Context: an optimization exercise on an open-source flow, tuned for small area, a short achievable clock period and few clock cycles per item. The choices shown serve that exercise and are no tape-out recipe.
RTL that was checked went through simulation tests only; none was proved equivalent to the original.
Power is estimated from default activity; no workload was simulated.

## multi_dim_index_counter
module multi_dim_index_counter #(
	parameter int MAX_DIMS    = mdic_pkg::DEF_MAX_DIMS,
	parameter int INDEX_WIDTH = mdic_pkg::DEF_INDEX_WIDTH
) (
	input  logic                       clk,
	input  logic                       arst_n,
	input  logic                       cfg_valid,
	output logic                       cfg_ready,
	input  logic [mdic_pkg::CFG_IDX_W-1:0]       cfg_index,
	input  logic [mdic_pkg::CFG_DAT_W-1:0]       cfg_data,
	input  logic                       in_valid,
	output logic                       in_ready,
	input  logic                       mode,
	input  logic signed [mdic_pkg::IDX_IN_W-1:0] index_0,
	input  logic signed [mdic_pkg::IDX_IN_W-1:0] index_1,
	input  logic signed [mdic_pkg::IDX_IN_W-1:0] index_2,
	input  logic signed [mdic_pkg::IDX_IN_W-1:0] index_3,
	output logic                       out_valid,
	input  logic                       out_ready,
	output logic [mdic_pkg::SIZE_W-1:0]          pos_0,
	output logic [mdic_pkg::SIZE_W-1:0]          pos_1,
	output logic [mdic_pkg::SIZE_W-1:0]          pos_2,
	output logic [mdic_pkg::SIZE_W-1:0]          pos_3,
	output logic                       overrun,
	output logic                       load_error
);
For scale: ~1,500 cells after synthesis, ~130 flip-flops, ~160 I/O pins, about 13,000 sq um of cells after synthesis.
Settings: LEC_CHECK=0, CAP_MARGIN=20, CORE_MARGIN=2, CORE_UTILIZATION=40, SETUP_SLACK_MARGIN=3.5, SLEW_MARGIN=20; clock period 6.5 ns.
run.sh (not shown) runs the stock make flow with config.mk's settings and CLKGATE_MAP_FILE= SYNTH_SCRIPT=/design/flow/synth_recipe.tcl, a recipe that flattens the netlist after the stock synthesis.
The starting point produced a clean layout.
Rerun with:
SETUP_SLACK_MARGIN = 3.0   (was 3.5)
The new run ran to the end with no violations.
Utilization falls by 0.61 points.
Final area falls by 1.1%.
Global-route usage rises by 0.91 points.
Combinational power falls by 4.8%.
Sequential share of layout area rises by 0.32 points.
Worst setup slack is better by 0.14 ns.
Power falls by 3.3%.
Via count rises by 0.83%.
Cell count rises by 1.5%.
No run of this note included a check of the RTL's function; only the layout flow was run.


== cedar ==
The RTL this note starts from:
==> flow/design.v <==
package mdic_pkg;
	localparam int PORT_DIMS = 4;
	localparam int SIZE_W    = 16;
	localparam int IDX_IN_W  = 17;
	localparam int DIMS_W    = 3;
	localparam int CFG_IDX_W = 3;
	localparam int CFG_DAT_W = 16;
	localparam int DEF_MAX_DIMS    = 4;
	localparam int DEF_INDEX_WIDTH = 16;
	localparam logic [CFG_IDX_W-1:0] CFG_SIZE_0 = 3'd0;
	localparam logic [CFG_IDX_W-1:0] CFG_SIZE_1 = 3'd1;
	localparam logic [CFG_IDX_W-1:0] CFG_SIZE_2 = 3'd2;
	localparam logic [CFG_IDX_W-1:0] CFG_SIZE_3 = 3'd3;
	localparam logic [CFG_IDX_W-1:0] CFG_DIMS   = 3'd4;
	localparam logic MODE_LOAD = 1'b0;
	localparam logic MODE_STEP = 1'b1;
	typedef struct packed {
		logic [PORT_DIMS-1:0][SIZE_W-1:0] size;
		logic [DIMS_W-1:0]                dims;
	} cfg_t;
	typedef struct packed {
		logic [PORT_DIMS-1:0][SIZE_W-1:0] pos;
		logic                             oor;
		logic                             err;
	} result_t;
endpackage
module mdic_cfg_regs (
	input  logic                 clk,
	input  logic                 arst_n,
	input  logic                 cfg_valid,
	output logic                 cfg_ready,
	input  logic [mdic_pkg::CFG_IDX_W-1:0] cfg_index,
	input  logic [mdic_pkg::CFG_DAT_W-1:0] cfg_data,
	output logic [mdic_pkg::PORT_DIMS-1:0][mdic_pkg::SIZE_W-1:0] size,
	output logic [mdic_pkg::PORT_DIMS-1:0] act
);
	logic [mdic_pkg::PORT_DIMS-1:1] act_q;
	assign cfg_ready = 1'b1;
	assign act       = {act_q, 1'b1};
	always_ff @(posedge clk or negedge arst_n) begin
		if (!arst_n) begin
			for (int i = 0; i < mdic_pkg::PORT_DIMS; i++) begin
				size[i] <= mdic_pkg::SIZE_W'(1);
			end
			act_q <= '0;
		end else if (cfg_valid) begin
			case (cfg_index)
				mdic_pkg::CFG_SIZE_0: size[0] <= cfg_data;
				mdic_pkg::CFG_SIZE_1: size[1] <= cfg_data;
				mdic_pkg::CFG_SIZE_2: size[2] <= cfg_data;
				mdic_pkg::CFG_SIZE_3: size[3] <= cfg_data;
				mdic_pkg::CFG_DIMS: begin
					act_q[1] <= (cfg_data[2:0] >= 3'd2);
					act_q[2] <= (cfg_data[2:0] >= 3'd3);
					act_q[3] <= (cfg_data[2:0] >= 3'd4);
				end
				default: begin
				end
			endcase
		end
	end
endmodule
module mdic_next_pos (
	input  logic [mdic_pkg::PORT_DIMS-1:0][mdic_pkg::SIZE_W-1:0]   size,
	input  logic [mdic_pkg::PORT_DIMS-1:0]                         act,
	input  logic                                                   mode,
	input  logic [mdic_pkg::PORT_DIMS-1:0][mdic_pkg::IDX_IN_W-1:0] index,
	input  logic [mdic_pkg::PORT_DIMS-1:0][mdic_pkg::SIZE_W-1:0]   pos_cur,
	output logic [mdic_pkg::PORT_DIMS-1:0][mdic_pkg::SIZE_W-1:0]   pos_nxt,
	output logic                                                   oor,
	output logic                                                   err
);
	localparam int D = mdic_pkg::PORT_DIMS;
	localparam int W = mdic_pkg::SIZE_W;
	logic [D-1:0]        wrap;
	logic [D-1:0]        carry;
	logic [D-1:0]        is_out;
	logic [D-1:0]        ld_bad;
	logic [D-1:0]        ld_ovr;
	logic [D-1:0][W-1:0] ld_val;
	logic [D-1:0][W-1:0] inc;
	logic                at_end;
	logic                ld_err;
	for (genvar d = 0; d < D; d++) begin : g_dig
		logic          neg;
		logic [W:0]    sum;
		logic [W-1:0]  e;
		logic [W-1:0]  ok;
		assign neg       = index[d][W];
		assign sum       = {1'b0, size[d]} + {1'b0, index[d][W-1:0]};
		assign ld_bad[d] = act[d] & neg & !sum[W];
		assign ld_val[d] = neg ? sum[W-1:0] : index[d][W-1:0];
		assign ld_ovr[d] = act[d] & !neg & (index[d][W-1:0] >= size[d]);
		assign e     = ~(pos_cur[d] ^ size[d]);
		assign ok[0] = !e[0];
		for (genvar j = 1; j < W; j++) begin : g_ok
			assign ok[j] = (e[j] == (size[d][j-1] | e[j-1]));
		end
		assign wrap[d]   = (&ok) & (size[d][W-1] | e[W-1]);
		assign inc[d]    = pos_cur[d] + 1'b1;
		assign is_out[d] = act[d] & (pos_cur[d] >= size[d]);
	end
	always_comb begin
		carry[D-1] = 1'b1;
		for (int d = D - 2; d >= 0; d--) begin
			carry[d] = act[d+1] ? (carry[d+1] & wrap[d+1]) : 1'b1;
		end
	end
	assign at_end = (|is_out) | (carry[0] & wrap[0]);
	assign ld_err = |ld_bad;
	always_comb begin
		for (int d = 0; d < D; d++) begin
			if (mode == mdic_pkg::MODE_LOAD) begin
				if (ld_err) begin
					pos_nxt[d] = pos_cur[d];
				end else begin
					pos_nxt[d] = act[d] ? ld_val[d] : '0;
				end
			end else begin
				if (!act[d]) begin
					pos_nxt[d] = '0;
				end else if (at_end) begin
					pos_nxt[d] = size[d];
				end else if (!carry[d]) begin
					pos_nxt[d] = pos_cur[d];
				end else if (wrap[d]) begin
					pos_nxt[d] = '0;
				end else begin
					pos_nxt[d] = inc[d];
				end
			end
		end
	end
	always_comb begin
		if (mode == mdic_pkg::MODE_LOAD) begin
			oor = ld_err ? (|is_out) : (|ld_ovr);
		end else begin
			oor = at_end;
		end
	end
	assign err = (mode == mdic_pkg::MODE_LOAD) & ld_err;
endmodule
module multi_dim_index_counter #(
	parameter int MAX_DIMS    = mdic_pkg::DEF_MAX_DIMS,
	parameter int INDEX_WIDTH = mdic_pkg::DEF_INDEX_WIDTH
) (
	input  logic                       clk,
	input  logic                       arst_n,
	input  logic                       cfg_valid,
	output logic                       cfg_ready,
	input  logic [mdic_pkg::CFG_IDX_W-1:0]       cfg_index,
	input  logic [mdic_pkg::CFG_DAT_W-1:0]       cfg_data,
	input  logic                       in_valid,
	output logic                       in_ready,
	input  logic                       mode,
	input  logic signed [mdic_pkg::IDX_IN_W-1:0] index_0,
	input  logic signed [mdic_pkg::IDX_IN_W-1:0] index_1,
	input  logic signed [mdic_pkg::IDX_IN_W-1:0] index_2,
	input  logic signed [mdic_pkg::IDX_IN_W-1:0] index_3,
	output logic                       out_valid,
	input  logic                       out_ready,
	output logic [mdic_pkg::SIZE_W-1:0]          pos_0,
	output logic [mdic_pkg::SIZE_W-1:0]          pos_1,
	output logic [mdic_pkg::SIZE_W-1:0]          pos_2,
	output logic [mdic_pkg::SIZE_W-1:0]          pos_3,
	output logic                       overrun,
	output logic                       load_error
);
	localparam int D = mdic_pkg::PORT_DIMS;
	localparam int W = mdic_pkg::SIZE_W;
	logic [D-1:0][W-1:0] size;
	logic [D-1:0]        act;
	logic [D-1:0][W-1:0] position_q;
	logic [D-1:0][W-1:0] pos_nxt;
	logic                oor_nxt;
	logic                err_nxt;
	logic                valid_q;
	logic                oor_q;
	logic                err_q;
	logic                advance;
	logic                in_acc;
	mdic_cfg_regs u_cfg (
		.clk       (clk),
		.arst_n    (arst_n),
		.cfg_valid (cfg_valid),
		.cfg_ready (cfg_ready),
		.cfg_index (cfg_index),
		.cfg_data  (cfg_data),
		.size      (size),
		.act       (act)
	);
	mdic_next_pos u_next (
		.size    (size),
		.act     (act),
		.mode    (mode),
		.index   ({index_3, index_2, index_1, index_0}),
		.pos_cur (position_q),
		.pos_nxt (pos_nxt),
		.oor     (oor_nxt),
		.err     (err_nxt)
	);
	assign advance  = !valid_q || out_ready;
	assign in_ready = advance;
	assign in_acc   = in_valid && advance;
	always_ff @(posedge clk or negedge arst_n) begin
		if (!arst_n) begin
			position_q <= '0;
			valid_q    <= 1'b0;
		end else begin
			if (advance) begin
				valid_q <= in_valid;
			end
			if (in_acc) begin
				position_q <= pos_nxt;
			end
		end
	end
	always_ff @(posedge clk) begin
		if (in_acc) begin
			oor_q <= oor_nxt;
			err_q <= err_nxt;
		end
	end
	assign out_valid  = valid_q;
	assign pos_0      = position_q[0];
	assign pos_1      = act[1] ? position_q[1] : '0;
	assign pos_2      = act[2] ? position_q[2] : '0;
	assign pos_3      = act[3] ? position_q[3] : '0;
	assign overrun    = oor_q;
	assign load_error = err_q;
endmodule
Settings: LEC_CHECK=0, CAP_MARGIN=20, CORE_MARGIN=2, CORE_UTILIZATION=40, SETUP_SLACK_MARGIN=3.0, SLEW_MARGIN=20; clock period 6.5 ns.
standard.sh (not shown) runs the stock make flow with config.mk's settings and CLKGATE_MAP_FILE= SYNTH_SCRIPT=/design/flow/synth_recipe.tcl, a recipe that flattens the netlist after the stock synthesis.
==> flow/flow/run.sh <==
#!/bin/bash
# Own layout flow: the standard layout (standard.sh, ORFS from synthesis to
# finish, with the standard synthesis unchanged), except that the port buffers
# are plain sky130_fd_sc_hd__buf_2 cells instead of the delay cells ORFS picks
# by default. Every input and output port still gets its own buffer.
set -euo pipefail
bash standard.sh "BUFFER_PORTS_ARGS=-buffer_cell sky130_fd_sc_hd__buf_2" finish > standard_make.log 2>&1
test -f out/final.def
Testbench counts of cedar, summed over its fixed seeds: cycles 51,868, items 38,400.
### cedar -> yarrow
- CTS_BUF_LIST: unset -> sky130_fd_sc_hd__clkbuf_4 sky130_fd_sc_hd__clkbuf_8
- PLACE_DENSITY: unset -> 0.75
- CORE_UTILIZATION: 40 -> 65
--- outcome ---
Where total power consumption of the routed design is concerned, cedar is outperformed by yarrow. Higher clock share of power was reported by cedar, not yarrow. Setup slack after placement, yarrow and cedar: higher on yarrow. Diff yarrow and cedar: clock transition at the register clock pins on the worst setup and hold paths after CTS higher in yarrow. Worst-path cell with the longest stage delay = sky130_fd_sc_hd__a311oi_2: cedar; worst-path cell with the longest stage delay = sky130_fd_sc_hd__a211oi_4: yarrow. Lower final area goes to yarrow over cedar. Delta(detail-routed via count per cell, yarrow - cedar) > 0. In yarrow relative to cedar, final cell count had gone down by a little under 10%.

## separate check: timing with driven ports
In the flow no input, the clock included, has a driving cell. The finished layouts below were timed again as built, in two steps.
Step 1: set_driving_cell puts a clkbuf_16 on clk and a buf_2 on each other input, an assumption about the parent block.
Step 2 also shifts input and output timing later by t, the mid clock arrival at the registers, as if the neighbouring blocks saw the same clock.
a / b / c = ideal / step 1 / step 2; a / b = the first two.
run | shift t [ns] | setup slack, ns | worst setup path at the end | latest minus earliest clock arrival (ns) | slew at the worst register clock pin (ns)
the first run of note 1 | 0.484 | 1.279 / 1.279 / 1.279 | register to register | 0.018 / 0.018 | 0.07 / 0.07
the second run of note 1 | 0.489 | 1.417 / 1.417 / 1.417 | register to register | 0.017 / 0.016 | 0.07 / 0.07
cedar | 0.493 | 2.739 / 2.743 / 2.250 | input to register | 0.016 / 0.015 | 0.07 / 0.07
yarrow | 0.514 | 2.810 / 2.802 / 2.289 | input to register | 0.035 / 0.035 | 0.11 / 0.11
After both steps setup and hold are still met in every run listed. For yarrow, which loses most, drivers alone change the setup slack by -0.008 ns; drivers and shift together by -0.521 ns.
